From an optimization exercise on the open Yosys and OpenROAD flow, aimed at small area and a short achievable clock period; shortcuts taken in it are not production practice.
In this exercise RTL edits were held to simulation tests only and were not proved equivalent to the original.

## the previous run
Design servo_frontend, start of the top module:
module servo_frontend (
	input  logic         clk1,
	input  logic         i_rst_n,
	input  logic [127:0] i_cfg,
	input  logic [32:0]  i_adc,
	input  logic [24:0]  i_dac,
	output logic [3:0]   o_afe,
	output logic [72:0]  o_filt,
	output logic [2:0]   o_spi,
	output logic         o_ldac_n,
	output logic         o_dac_credit
);
export LEC_CHECK = 0
export ABC_AREA = 0
export CAP_MARGIN = 20
export CORE_MARGIN = 2
export CORE_UTILIZATION = 40
export SLEW_MARGIN = 20
export SYNTH_HIERARCHICAL = 1
export SYNTH_MINIMUM_KEEP_SIZE = 0
create_clock -name core_clock -period 11.5 [get_ports {clk1}]
standard.sh (not shown) runs the stock make flow with config.mk's settings and CLKGATE_MAP_FILE= SYNTH_SCRIPT=/design/flow/synth_recipe.tcl, a recipe that flattens the netlist after the stock synthesis.
==> flow/flow/run.sh <==
#!/bin/bash
# Standard layout (the standard.sh, standard synthesis unchanged), with
# - a tighter setup target for ORFS's timing repair (repair_timing
#   -setup_margin); the clock period and constraints stay the standard flow's,
# - every input and output port buffered with a buf_2 instead of the
#   larger cell buffer_ports picks by itself.
set -euo pipefail
export SETUP_SLACK_MARGIN=6.2
export BUFFER_PORTS_ARGS="-buffer_cell sky130_fd_sc_hd__buf_2"
bash standard.sh finish > standard.log 2>&1
Modified inputs, the current run compared to the previous run
-- flow/flow/run.sh --
<<< the previous run, line 8
export SETUP_SLACK_MARGIN=6.2
>>> the current run, line 8
export SETUP_SLACK_MARGIN=5.8
The current run reached the end of the flow, and the finished layout is clean on the timing, DRC and antenna checks.
Setup WNS the previous run -> the current run: worse
From the previous run to the current run the numbers moved as follows: non-clock buffer instance count of the final layout now smaller, final area now smaller, final layout net count now smaller, layout cell share with drive strength beyond 1 now smaller.
Per the comparison of the current run with the previous run, setup clock skew after layout essentially unchanged, non-clock inverter count in the final layout roughly the same.
The higher total of fill cells in the finished design came out of the current run.

---

servo_frontend again, from the RTL that the note above started with.
==> flow/config.mk <==
export PLATFORM = sky130hd
export DESIGN_NAME = servo_frontend
export DESIGN_NICKNAME = servo_frontend
export VERILOG_FILES = /design/flow/design.v
export SDC_FILE = /design/flow/constraint.sdc
export NUM_CORES = 4
export LEC_CHECK = 0
export ABC_AREA = 0
export CAP_MARGIN = 20
export CORE_MARGIN = 2
export CORE_UTILIZATION = 40
export CTS_BUF_LIST = sky130_fd_sc_hd__clkbuf_8
export SLEW_MARGIN = 20
export SYNTH_HIERARCHICAL = 1
export SYNTH_MINIMUM_KEEP_SIZE = 0
==> flow/constraint.sdc <==
create_clock -name core_clock -period 11.5 [get_ports {clk1}]
set_input_delay 2.3000 -clock core_clock [delete_from_list [all_inputs] [get_ports {clk1}]]
set_output_delay 2.3000 -clock core_clock [all_outputs]
set_load 0.01 [all_outputs]
==> flow/flow/run.sh <==
#!/bin/bash
# Standard layout (the standard.sh, standard synthesis unchanged), with
# - a tighter setup target for ORFS's timing repair (repair_timing
#   -setup_margin); the clock period and constraints stay the standard flow's,
# - every input and output port buffered with a buf_1 instead of the
#   larger cell buffer_ports picks by itself.
set -euo pipefail
export SETUP_SLACK_MARGIN=6.2
export BUFFER_PORTS_ARGS="-buffer_cell sky130_fd_sc_hd__buf_1"
bash standard.sh finish > standard.log 2>&1
Next try:
--- a/flow/flow/run.sh
+++ b/flow/flow/run.sh
@@ -7,3 +7,3 @@
 set -euo pipefail
-export SETUP_SLACK_MARGIN=6.2
+export SETUP_SLACK_MARGIN=6.3
 export BUFFER_PORTS_ARGS="-buffer_cell sky130_fd_sc_hd__buf_1"
CTS_BUF_LIST = default   (was sky130_fd_sc_hd__clkbuf_8)
The changed run finished with timing, DRC and antenna clean.
Utilization rose by 0.76 points.
Wire length stays flat.
Clock skew falls by 39 ps.
Setup slack improved by 42 ps.
Cell count decreases by 0.47%.
Count of clock-buffer cells in the layout goes down by 46.
Next try:
--- a/flow/flow/run.sh
+++ b/flow/flow/run.sh
@@ -7,3 +7,3 @@
 set -euo pipefail
-export SETUP_SLACK_MARGIN=6.3
+export SETUP_SLACK_MARGIN=6.2
 export BUFFER_PORTS_ARGS="-buffer_cell sky130_fd_sc_hd__buf_1"
CTS_BUF_LIST = sky130_fd_sc_hd__clkbuf_4   (was default)
What happened: Count of clock-buffer cells in the layout rose by 147. Routed wire length hardly moves. Final area decreases by 1.9%. Global-route usage came out higher by 0.16 points. Fmax is about the same.

---

Another version of the RTL of servo_frontend (not shown whole).
Size in the first run: ~5000 cells after synthesis.
Design servo_frontend, start of the top module:
module servo_frontend (
	input  logic         clk1,
	input  logic         i_rst_n,
	input  logic [127:0] i_cfg,
	input  logic [32:0]  i_adc,
	input  logic [24:0]  i_dac,
	output logic [3:0]   o_afe,
	output logic [72:0]  o_filt,
	output logic [2:0]   o_spi,
	output logic         o_ldac_n,
	output logic         o_dac_credit
);
clock: 11.5 ns
lec_check: 0
abc_area: 0
cap_margin: 20
core_margin: 2
core_utilization: 40
slew_margin: 20
synth_hierarchical: 1
synth_minimum_keep_size: 0
run.sh (not shown) runs the stock make flow with config.mk's settings and CLKGATE_MAP_FILE= SYNTH_SCRIPT=/design/flow/synth_recipe.tcl, a recipe that flattens the netlist after the stock synthesis.
Stock flow here: none of the scripts above is used.
Next try:
- SETUP_SLACK_MARGIN: unset -> 5
What happened: Critical path depth came out higher by 2. Sequential share of layout area came out lower by 0.34 points. Clock-buffer cell count came out lower by 1.

---

== nickel ==
Another version of the RTL of servo_frontend (not shown whole).
For scale: ~5400 cells after synthesis, ~270 I/O pins, roughly 61000 µm² of cells after synthesis.
==> flow/config.mk <==
export PLATFORM = sky130hd
export DESIGN_NAME = servo_frontend
export DESIGN_NICKNAME = servo_frontend
export VERILOG_FILES = /design/flow/design.v
export SDC_FILE = /design/flow/constraint.sdc
export NUM_CORES = 4
export LEC_CHECK = 0
export ABC_AREA = 0
export CAP_MARGIN = 20
export CORE_MARGIN = 2
export CORE_UTILIZATION = 40
export CTS_BUF_LIST = sky130_fd_sc_hd__clkbuf_8
export SLEW_MARGIN = 20
export SYNTH_HIERARCHICAL = 1
export SYNTH_MINIMUM_KEEP_SIZE = 0
==> flow/constraint.sdc <==
create_clock -name core_clock -period 11.5 [get_ports {clk1}]
set_input_delay 2.3000 -clock core_clock [delete_from_list [all_inputs] [get_ports {clk1}]]
set_output_delay 2.3000 -clock core_clock [all_outputs]
set_load 0.01 [all_outputs]
standard.sh (not shown) runs the stock make flow with config.mk's settings and CLKGATE_MAP_FILE= SYNTH_SCRIPT=/design/flow/synth_recipe.tcl, a recipe that flattens the netlist after the stock synthesis.
==> flow/flow/run.sh <==
#!/bin/bash
# Standard layout (the standard.sh, standard synthesis unchanged), with
# - a tighter setup target for ORFS's timing repair (repair_timing
#   -setup_margin); the clock period and constraints stay the standard flow's,
# - every input and output port buffered with a buf_1 instead of the
#   larger cell buffer_ports picks by itself.
set -euo pipefail
export SETUP_SLACK_MARGIN=6.35
export BUFFER_PORTS_ARGS="-buffer_cell sky130_fd_sc_hd__buf_1"
bash standard.sh finish > standard.log 2>&1
Relative to nickel, the following input files were edited for raven:
--- a/flow/flow/run.sh
+++ b/flow/flow/run.sh
@@ -7,3 +7,3 @@
 set -euo pipefail
-export SETUP_SLACK_MARGIN=6.35
+export SETUP_SLACK_MARGIN=6.5
 export BUFFER_PORTS_ARGS="-buffer_cell sky130_fd_sc_hd__buf_1"
==> comparison <==
- Against nickel, the final cell area of raven is higher.
- Row shortest period the worst path allows: raven lower / nickel higher
- Cells: raven has more instances than nickel
> inputs changed (raven -> juniper)
--- a/flow/flow/run.sh
+++ b/flow/flow/run.sh
@@ -7,3 +7,3 @@
 set -euo pipefail
-export SETUP_SLACK_MARGIN=6.5
+export SETUP_SLACK_MARGIN=6.1
 export BUFFER_PORTS_ARGS="-buffer_cell sky130_fd_sc_hd__buf_1"
Results
~same max-slew headroom at the worst pin in raven and juniper
Between juniper and raven, the cell count after placement does not differ in any meaningful way.
When juniper is measured against raven, its worst setup slack turns out 0.29 ns lower.
Here is what was changed in the inputs of zinc compared with juniper.
--- a/flow/flow/run.sh
+++ b/flow/flow/run.sh
@@ -7,3 +7,3 @@
 set -euo pipefail
-export SETUP_SLACK_MARGIN=6.1
+export SETUP_SLACK_MARGIN=6.42
 export BUFFER_PORTS_ARGS="-buffer_cell sky130_fd_sc_hd__buf_1"
Results
There was hardly any difference in post-route non-filler standard cell count between juniper and zinc. Delay contributed by the slowest stage of the critical path in zinc vs juniper: up 0.04 ns.
Edits applied to the flow inputs when going from zinc to sierra:
--- a/flow/flow/run.sh
+++ b/flow/flow/run.sh
@@ -7,3 +7,3 @@
 set -euo pipefail
-export SETUP_SLACK_MARGIN=6.42
+export SETUP_SLACK_MARGIN=6.2
 export BUFFER_PORTS_ARGS="-buffer_cell sky130_fd_sc_hd__buf_1"
## What came out
- ~same tightest hold margin in zinc and sierra
- [compare] base=zinc new=sierra: initial antenna violation count dropped 1, via count flat, met2 track utilization from global routing decreased by 0.22 points relative to the old numbers, fraction of layout cells with a size suffix above 1 decreased by 2.7 points relative to the old numbers.
- sierra: stage delay of the slowest cell on the critical path is 0.04 ns lower than what zinc reported.
- A startpoint of the worst setup timing path of u_adc_path.g_chan[1].u_iir.y_n[14] is what zinc shows, while u_adc_path.g_chan[0].u_iir.a1_ntwo[2] belongs to sierra.

==> what the ideal ports hide <==
The flow's constraints put no driver on any port. The routed layouts listed below were extracted and timed again, unchanged, in two steps.
Step 1 (the two cells are an assumption about what drives the block):
set clk [get_ports {clk1}]
set_driving_cell -lib_cell sky130_fd_sc_hd__clkbuf_16 $clk
set_driving_cell -lib_cell sky130_fd_sc_hd__buf_2 [delete_from_list [all_inputs] $clk]
Step 2 also shifts input and output timing later by t, the mid clock arrival at the registers, as if the neighbouring blocks saw the same clock.
Slacks: ideal ports / drivers / drivers and shift; pairs: ideal ports / drivers.
run | t, ns | setup WS [ns] | hold WS [ns] | clock arrival spread, ns
the previous run | 0.758 | 6.202 / 6.202 / 5.795 | 0.389 / 0.389 / 0.389 | 0.045 / 0.045
the current run | 0.758 | 5.943 / 5.943 / 5.799 | 0.389 / 0.389 / 0.389 | 0.043 / 0.044
the first run of note 2 | 0.942 | 6.235 / 6.235 / 5.686 | 0.391 / 0.391 / 0.391 | 0.094 / 0.094
the second run of note 2 | 0.756 | 6.277 / 6.277 / 5.782 | 0.390 / 0.390 / 0.390 | 0.051 / 0.051
the third run of note 2 | 1.256 | 6.278 / 6.278 / 5.670 | 0.388 / 0.388 / 0.388 | 0.107 / 0.107
the first run of note 3 | 0.740 | 3.890 / 3.890 / 3.890 | 0.353 / 0.353 / 0.353 | 0.034 / 0.033
the second run of note 3 | 0.750 | 4.982 / 4.982 / 4.982 | 0.352 / 0.352 / 0.352 | 0.026 / 0.026
nickel | 0.925 | 6.432 / 6.432 / 5.736 | 0.378 / 0.378 / 0.378 | 0.057 / 0.057
raven | 0.911 | 6.459 / 6.459 / 5.793 | 0.365 / 0.365 / 0.365 | 0.058 / 0.057
juniper | 0.922 | 6.168 / 6.168 / 5.759 | 0.377 / 0.377 / 0.377 | 0.056 / 0.056
zinc | 0.924 | 6.502 / 6.502 / 5.746 | 0.379 / 0.379 / 0.379 | 0.055 / 0.054
sierra | 0.918 | 6.216 / 6.216 / 5.757 | 0.377 / 0.377 / 0.377 | 0.054 / 0.055
After both steps setup and hold are still met in every run listed. For zinc, which loses most, drivers alone change the setup slack by 0.000 ns; drivers and shift together by -0.756 ns.
